From an optimization exercise on the open Yosys and OpenROAD flow, aimed at small area, a short achievable clock period and few clock cycles per item; shortcuts taken in it are not production practice. RTL that was checked went through simulation tests only; none was proved equivalent to the original.

## run A
Design qubit_measure, start of the top module:
module qubit_measure (
    input  logic               clk,
    input  logic               rst,
    input  logic               in_valid,
    output logic               in_ready,
    input  logic signed [15:0] in_alpha,
    input  logic signed [15:0] in_beta,
    output logic               out_valid,
    input  logic               out_ready,
    output logic               out_bit,
    output logic [15:0]        out_alpha,
    output logic [15:0]        out_beta,
    output logic               out_err
);
Settings: LEC_CHECK=0, CAP_MARGIN=20, CORE_MARGIN=2, CORE_UTILIZATION=40, CTS_CLUSTER_DIAMETER=100, CTS_CLUSTER_SIZE=20, SLEW_MARGIN=20, SYNTH_HIERARCHICAL=1, SYNTH_MINIMUM_KEEP_SIZE=0; clock period 11.0 ns.
standard.sh (not shown) runs the stock make flow with config.mk's settings and CLKGATE_MAP_FILE= SYNTH_SCRIPT=/design/flow/synth_recipe.tcl, a recipe that flattens the netlist after the stock synthesis.
==> flow/flow/run.sh <==
#!/bin/bash
set -euo pipefail
export SETUP_SLACK_MARGIN=7.8
export POST_SYNTH_TCL="$(pwd)/flow/downsize.tcl"
bash standard.sh > standard.log 2>&1
==> flow/flow/downsize.tcl <==
# Run after synthesis (POST_SYNTH_TCL): set every combinational cell that
# synthesis gave a drive strength above 1 to its drive-1 variant. The timing
# repair later sizes up what the critical paths need. Registers keep their
# cell type and size.
set n 0
foreach inst [get_cells *] {
  set m [get_property $inst ref_name]
  if {[regexp {^(sky130_fd_sc_hd__[a-z0-9]+)_([0-9]+)$} $m -> base sz] && $sz > 1} {
    if {[regexp {df|dl|sdf|edf|conb|clkbuf|clkinv|clkdly|tap|fill|decap} $base]} { continue }
    set cand "${base}_1"
    if {[llength [get_lib_cells -quiet */$cand]] > 0} {
      replace_cell $inst $cand
      incr n
    }
  }
}
puts "downsize: $n cells set to drive strength 1"
Run A was carried through to the last stage, and its layout satisfied the timing, design-rule and antenna checks.
[inputs] run B vs run A
- removing CTS_CLUSTER_DIAMETER (formerly 100)
- removing CTS_CLUSTER_SIZE (formerly 20)
- changing CORE_UTILIZATION from 40 to 60
==> flow/flow/run.sh <==
#!/bin/bash
# The standard layout (standard.sh) with timing repair aiming for extra
# setup slack, so that the achieved period is short. The clock period and
# constraints stay the design's.
set -euo pipefail
export SETUP_SLACK_MARGIN=7.6
export POST_SYNTH_TCL="$(pwd)/flow/downsize.tcl"
bash standard.sh > standard.log 2>&1
--- outcome ---
Die height, run B vs run A: down by more than 10%
Diff run A -> run B: largest incremental delay on the critical path roughly the same, number of cells in the finished layout apart from fillers lower, post-detailed-routing wire length lower.
Run B against run A: first-pass iteration count of the detailed router has increased, relative area change from synthesis to final layout has decreased.
--- input diff run B..run C ---
- swapping 60 for 40 in CORE_UTILIZATION
- putting CTS_CLUSTER_DIAMETER at 100 where nothing was set
- putting CTS_CLUSTER_SIZE at 20 where nothing was set
[summary]
Initial standard-cell utilization of the core in run C vs run B: down 20 points. Run B and run C ended up with roughly the same net total in the final layout. Status | run C and run B | clean. Compared with run B, in run C sum of net half-perimeters after detailed placement rose about 2%; die area rose about 50%.
Inputs modified between run C and run D:
- CTS_CLUSTER_DIAMETER changed from 100 to 120
- CTS_CLUSTER_SIZE changed from 20 to 25
### Flow results
Changes observed in run D relative to run C: total vias in the final route has decreased, transition at the pin with the smallest max-transition slack higher, final hold slack has decreased, maximum frequency shows no meaningful change. Launch point of the critical path: sa0_q[14] -> run D, sa0_q[16] -> run C. In run D relative to run C, wire length had gone down slightly. Going from run C to run D, wire length of the first global-routing pass now sits at about the same level.
Function was not checked in any run of this note: the RTL went through the layout flow alone.

---

== build 81 ==
Starting RTL as in the previous note.
==> flow/config.mk <==
export PLATFORM = sky130hd
export DESIGN_NAME = qubit_measure
export DESIGN_NICKNAME = qubit_measure
export VERILOG_FILES = /design/flow/design.v
export SDC_FILE = /design/flow/constraint.sdc
export NUM_CORES = 4
export LEC_CHECK = 0
export CAP_MARGIN = 20
export CORE_MARGIN = 2
export CORE_UTILIZATION = 40
export CTS_CLUSTER_SIZE = 30
export SLEW_MARGIN = 20
export SYNTH_HIERARCHICAL = 1
export SYNTH_MINIMUM_KEEP_SIZE = 0
==> flow/constraint.sdc <==
create_clock -name core_clock -period 11.0 [get_ports {clk}]
set_input_delay 2.2000 -clock core_clock [delete_from_list [all_inputs] [get_ports {clk}]]
set_output_delay 2.2000 -clock core_clock [all_outputs]
set_load 0.01 [all_outputs]
==> flow/flow/run.sh <==
#!/bin/bash
# The standard layout (standard.sh) with timing repair aiming for extra
# setup slack, so that the achieved period is short. The clock period and
# constraints stay the design's.
set -euo pipefail
export SETUP_SLACK_MARGIN=7.6
export POST_SYNTH_TCL="$(pwd)/flow/downsize.tcl"
bash standard.sh > standard.log 2>&1
Scripts as last shown in full above: flow/flow/downsize.tcl
Build 81 completed end to end with timing, DRC and antenna clean.
Here is what was changed in the inputs of build 38 compared with build 81.
- removing CTS_CLUSTER_SIZE (formerly 30)
Results
- Build 81 -> build 38: die area delta 0, exact match
- Share of the clock period used by the worst path came out exactly the same in build 81 and build 38.
- Met3 layer wire length in the routed design came out exactly the same in build 81 and build 38.
- Maximum frequency: build 38 vs build 81 identical
- Looking at build 81 and build 38, the endpoint arrival time on the critical path is a wash.
Modified inputs, build 43 compared to build 38
- CTS_CLUSTER_SIZE newly set to 30
- CTS_CLUSTER_DIAMETER newly set to 150
Results
Summary — non-clock buffer count, build 43 relative to build 38: higher, by 7.0%. Build 43 against build 38: sequential share of layout area went up.
No run of this note included a check of the RTL's function; only the layout flow was run.

---

Setup of build 25:
qubit_measure, a different RTL version from the one above (not shown whole).
Size in the first run: ~390 flip-flops, roughly 72 I/O pins.
clock: 11.0 ns
lec_check: 0
cap_margin: 20
core_margin: 2
core_utilization: 40
slew_margin: 20
synth_hierarchical: 1
synth_minimum_keep_size: 0
==> flow/flow/run.sh <==
#!/bin/bash
# Standard layout (the standard.sh), with timing repair aiming for extra
# setup slack so that the achieved period is short. The clock period and
# constraints are the design's.
set -euo pipefail
export SETUP_SLACK_MARGIN=8.0
bash standard.sh > standard.log 2>&1
Testbench counts of build 25, summed over its fixed seeds: cycles 2,096, items 2,048.
Input changes introduced in build 28 (baseline for comparison: build 25):
- an added CTS_BUF_LIST of sky130_fd_sc_hd__clkbuf_4 sky130_fd_sc_hd__clkbuf_8
==> flow/run.sh (new file) <==
#!/bin/bash
# synth_recipe.tcl (not shown) runs the flow's synth.tcl, then flattens the netlist and writes it again
# the make line also repeats each setting of config.mk as NAME=value (left out here)
make -C /OpenROAD-flow-scripts/flow DESIGN_CONFIG=/design/flow/config.mk WORK_HOME=/design/flow/orfs CLKGATE_MAP_FILE= SYNTH_SCRIPT=/design/flow/synth_recipe.tcl finish
removed: flow/flow/run.sh
removed: flow/standard.sh
## What came out
Compared with build 25, build 28 shows a global-route usage that is 2.3 points lower. For build 25, the destination of the critical timing path was out_alpha[14], unlike build 28, where it was rdy_q. Per the comparison of build 28 with build 25, proportion of layout cells with a drive suffix above 1 lost 13 points; number of clock-tree buffers in the layout +about 65%; residual antenna-violating net count after detailed routing barely changed. As of build 28, footprint of the flip-flops and latches had fallen by a few percent compared to build 25. The first-pass GRT wire length in build 25 is 1.09 times that in build 28. As of build 28, placed wire-length estimate after detailed placement had fallen slightly compared to build 25.
Inputs modified between build 28 and build 85:
- CTS_BUF_LIST no longer set, was sky130_fd_sc_hd__clkbuf_4 sky130_fd_sc_hd__clkbuf_8
==> flow/flow/run.sh (new file) <==
#!/bin/bash
# Standard layout (the standard.sh), with timing repair aiming for extra
# setup slack so that the achieved period is short. The clock period and
# constraints are the design's.
set -euo pipefail
export SETUP_SLACK_MARGIN=7.6
bash standard.sh > standard.log 2>&1
==> flow/standard.sh (new file) <==
#!/bin/bash
# synth_recipe.tcl (not shown) runs the flow's synth.tcl, then flattens the netlist and writes it again
# the make line also repeats each setting of config.mk as NAME=value (left out here)
make -C /OpenROAD-flow-scripts/flow DESIGN_CONFIG=/design/flow/config.mk WORK_HOME=/design/flow/orfs CLKGATE_MAP_FILE= SYNTH_SCRIPT=/design/flow/synth_recipe.tcl "${@:-finish}"
removed: flow/run.sh
## What came out
Build 85 was carried through to the last stage, and its layout satisfied the timing, design-rule and antenna checks. Diff build 28 -> build 85: smallest setup slack after layout went up 850 ps, adder and majority gate portion of the synthesized area held. Taking build 28 as the reference, in build 85 post-synthesis compound-gate area fraction neither gained nor lost much; post-layout instance count excluding filler cells neither gained nor lost much; met1 capacity usage during global routing now sits higher; post-layout instance area picked up an extra about 2.5%. As of build 85, routed wire length had risen slightly compared to build 28. Build 85 reports a higher total setup buffers inserted after CTS than build 28 does.
Input changes introduced in build 97 (baseline for comparison: build 85):
==> flow/flow/run.sh <==
#!/bin/bash
# Standard layout, with timing repair aiming for extra setup slack.
cp standard.sh standard_sh_copy.txt
cp synth_recipe.tcl synth_recipe_copy.txt
export SETUP_SLACK_MARGIN=7.2
bash standard.sh > standard.log 2>&1
### Flow results
Build 97 packs its core more loosely than build 85. Going from build 85 to build 97, post-route fraction of the period consumed by the critical path grows by 3.0 points. As far as synthesized cell count goes, build 85 and build 97 are indistinguishable; the numbers are identical. Build 97 finished all stages; the layout is clean. Against build 85, final area in build 97 fell by a few percent. Between build 97 and build 85, it is build 97 whose number of clock buffer instances in the layout is higher, by 1. Instance count after placement with tap cells included: build 85 vs build 97, no meaningful difference. In build 97, number of setup buffers added after CTS is lower than in build 85.
> inputs changed (build 97 -> build 7)
==> flow/run.sh (new file) <==
#!/bin/bash
# synth_recipe.tcl (not shown) runs the flow's synth.tcl, then flattens the netlist and writes it again
# the make line also repeats each setting of config.mk as NAME=value (left out here)
make -C /OpenROAD-flow-scripts/flow DESIGN_CONFIG=/design/flow/config.mk WORK_HOME=/design/flow/orfs CLKGATE_MAP_FILE= SYNTH_SCRIPT=/design/flow/synth_recipe.tcl finish
removed: flow/flow/run.sh
removed: flow/standard.sh
### Flow results
Build 97 ended up with t_q[6] as its start point of the critical path; build 7 ended up with out_ready. There was hardly any difference in final HPWL from detailed placement between build 97 and build 7. Build 7 vs. build 97: clock buffer instance count of the final layout grew by 10%; register-to-register slack fell 360 ps; synthesized cell count held.

---

qubit_measure, a different RTL version from the one above (not shown whole).
Size: ~2,500 cells after synthesis, roughly 72 I/O pins.
clock: 11.0 ns
lec_check: 0
cap_margin: 20
core_margin: 2
core_utilization: 40
cts_cluster_diameter: 100
cts_cluster_size: 20
place_density: 0.75
slew_margin: 20
synth_hierarchical: 1
synth_minimum_keep_size: 0
==> flow/flow/run.sh <==
#!/bin/bash
set -euo pipefail
export SETUP_SLACK_MARGIN=7.6
export POST_SYNTH_TCL="$(pwd)/flow/downsize.tcl"
bash standard.sh > standard.log 2>&1
Scripts as last shown in full above: flow/flow/downsize.tcl
Testbench counts at the start, summed over its fixed seeds: cycles 2,088, items 2,048.
Then changed:
==> flow/flow/run.sh (replaced) <==
#!/bin/bash
set -euo pipefail
export SETUP_SLACK_MARGIN=7.7
export POST_SYNTH_TCL="$(pwd)/flow/downsize.tcl"
bash standard.sh > standard.log 2>&1
PLACE_DENSITY = 0.8   (was 0.75)
After rerunning:
- via count rises by about 2.4%
- clock skew rises by 0.0051 ns
- core utilization rises by 0.78 points
- wire length rises by 1.9%
- worst setup slack degrades by 0.032 ns
- die area does not change
- global-route usage rises by 0.19 points
- register-to-register slack stays flat
- hold slack improves by 0.020 ns
Then changed:
==> flow/flow/run.sh (replaced) <==
#!/bin/bash
set -euo pipefail
export SETUP_SLACK_MARGIN=7.6
export POST_SYNTH_TCL="$(pwd)/flow/downsize.tcl"
bash standard.sh > standard.log 2>&1
CTS_BUF_LIST = sky130_fd_sc_hd__clkbuf_8   (was unset)
CTS_CLUSTER_SIZE = 15   (was 20)
PLACE_DENSITY = 0.75   (was 0.8)
Result:
- utilization fell by 1.3 points
- final area drops by 2.8%
- setup slack stays flat
- synthesized area stays the same
Then changed:
CTS_BUF_LIST = unset   (was sky130_fd_sc_hd__clkbuf_8)
CTS_CLUSTER_SIZE = 20   (was 15)
PLACE_DENSITY = 0.88   (was 0.75)
Worst setup slack degrades by 0.067 ns.
Register-to-register slack loses 0.08 ns.
Utilization goes up by 0.52 points.
Maximum frequency goes down by about 2%.
Via count is higher by 3.9%.
Count of clock-buffer cells in the layout stays the same.
Design area rose by 1.2%.
First-iteration DRC count rises by 30%.
Hold slack improves by 0.012 ns.
Area after synthesis is unchanged.

---

Setup of job 2090:
qubit_measure again, from the RTL that the note above started with.
==> flow/config.mk <==
export PLATFORM = sky130hd
export DESIGN_NAME = qubit_measure
export DESIGN_NICKNAME = qubit_measure
export VERILOG_FILES = /design/flow/design.v
export SDC_FILE = /design/flow/constraint.sdc
export NUM_CORES = 4
export LEC_CHECK = 0
export CAP_MARGIN = 20
export CORE_MARGIN = 2
export CORE_UTILIZATION = 40
export CTS_BUF_LIST = sky130_fd_sc_hd__clkbuf_8
export CTS_CLUSTER_DIAMETER = 80
export CTS_CLUSTER_SIZE = 12
export PLACE_DENSITY = 0.75
export SLEW_MARGIN = 20
export SYNTH_HIERARCHICAL = 1
export SYNTH_MINIMUM_KEEP_SIZE = 0
==> flow/constraint.sdc <==
create_clock -name core_clock -period 11.0 [get_ports {clk}]
set_input_delay 2.2000 -clock core_clock [delete_from_list [all_inputs] [get_ports {clk}]]
set_output_delay 2.2000 -clock core_clock [all_outputs]
set_load 0.01 [all_outputs]
==> flow/flow/run.sh <==
#!/bin/bash
set -euo pipefail
export SETUP_SLACK_MARGIN=7.6
export POST_SYNTH_TCL="$(pwd)/flow/downsize.tcl"
bash standard.sh > standard.log 2>&1
Scripts as last shown in full above: flow/flow/downsize.tcl
Testbench counts of job 2090, summed over its fixed seeds: cycles 2,088, items 2,048.
> inputs changed (job 2090 -> job 7812)
Settings: GPL_ROUTABILITY_DRIVEN: unset -> 0; CTS_CLUSTER_DIAMETER: 80 -> 100; CTS_CLUSTER_SIZE: 12 -> 20; PLACE_DENSITY: 0.75 -> unset; CTS_BUF_LIST: sky130_fd_sc_hd__clkbuf_8 -> unset.
==> results.txt <==
Taking job 2090 as the reference point, the time the worst path needs with I/O delays and setup of job 7812 rises by 0.039 ns.
[diff] post-route worst hold slack, job 7812 relative to job 2090: regression
Fmax: job 7812 below job 2090
Input-level comparison between job 2059 and job 7812:
Settings: GPL_ROUTABILITY_DRIVEN removed (was 0).
==> flow/flow/run.sh <==
#!/bin/bash
set -euo pipefail
export SETUP_SLACK_MARGIN=7.8
export POST_SYNTH_TCL="$(pwd)/flow/downsize.tcl"
bash standard.sh > standard.log 2>&1
Findings:
Job 2059 finished end to end and its layout was clean on timing, DRC and antenna.
Re mean number of vias per cell: job 7812 was lower than job 2059.
Of job 7812 and job 2059, the higher proportion of layout cells with a drive suffix above 1 belongs to job 2059.
Job 2059 vs job 7812: number of buffers and inverters on the critical path up
Changes observed in job 2059 relative to job 7812: cell area after technology mapping flat, sequential cell area in the final layout up 1.1%.
Changes observed in job 2059 relative to job 7812: peak clock frequency supported by timing climbed 2.1%; count of clock buffers in the final design dropped 4.
Job 2059: utilization is 1.4 points higher than what job 7812 reported.
### job 2059 -> job 5861
==> flow/flow/run.sh <==
#!/bin/bash
set -euo pipefail
export SETUP_SLACK_MARGIN=7.6
export POST_SYNTH_TCL="$(pwd)/flow/downsize.tcl"
bash standard.sh > standard.log 2>&1
## What came out
Diff job 2059 -> job 5861: highest fanout seen on the critical path saw an increase; relative area of clock buffers and inverters in the final design has increased; number of global-route vias before repair dropped 1.5%; required arrival time at the worst endpoint now sits higher.
Maximum cell stage delay along the critical path: job 2059 and job 5861 compared, lower one is job 2059
Job 5861 gives less total buffers and inverters traversed by the critical path than job 2059 did.

[separate check: timing with driven ports]
In the flow no input, the clock included, has a driving cell. The finished layouts below were timed again as built, in two steps. Step 1, drivers: a clkbuf_16 drives clk and a buf_2 each remaining input, both assumed. Step 2 also shifts input and output timing later by t, the mid clock arrival at the registers, as if the neighbouring blocks saw the same clock. Three values: ideal, step 1, step 2; two values: the first two.
| run | shift t [ns] | setup slack, ns | pins driven straight from the clock port |
|---|---|---|---|
| run A | 0.635 | 7.390 / 7.390 / 7.296 | 1 |
| run B | 0.627 | 7.310 / 7.310 / 7.253 | 1 |
| run C | 0.647 | 7.408 / 7.408 / 7.261 | 1 |
| run D | 0.609 | 7.416 / 7.416 / 7.271 | 1 |
| build 81 | 0.631 | 7.427 / 7.427 / 7.247 | 1 |
| build 38 | 0.631 | 7.427 / 7.427 / 7.247 | 1 |
| build 43 | 0.605 | 7.390 / 7.390 / 7.265 | 1 |
| build 25 | 0.657 | 7.630 / 7.569 / 7.510 | 1 |
| build 28 | 0.712 | 6.711 / 6.740 / 6.028 | 1 |
| build 85 | 0.639 | 7.556 / 7.556 / 7.170 | 1 |
| build 97 | 0.649 | 7.228 / 7.228 / 6.755 | 1 |
| build 7 | 0.643 | 6.640 / 6.675 / 6.032 | 1 |
| the first run of note 4 | 0.634 | 7.666 / 7.645 / 7.269 | 1 |
| the second run of note 4 | 0.633 | 7.634 / 7.573 / 7.186 | 1 |
| the third run of note 4 | 0.715 | 7.636 / 7.579 / 6.985 | 1 |
| the fourth run of note 4 | 0.629 | 7.569 / 7.569 / 7.300 | 1 |
| job 2090 | 0.676 | 7.636 / 7.600 / 7.045 | 1 |
| job 7812 | 0.668 | 7.597 / 7.597 / 7.044 | 1 |
| job 2059 | 0.655 | 7.667 / 7.605 / 7.268 | 1 |
| job 5861 | 0.668 | 7.597 / 7.597 / 7.044 | 1 |
After both steps every run listed still meets setup and hold. For build 28, which loses most, drivers alone change the setup slack by +0.029 ns; drivers and shift together by -0.683 ns.
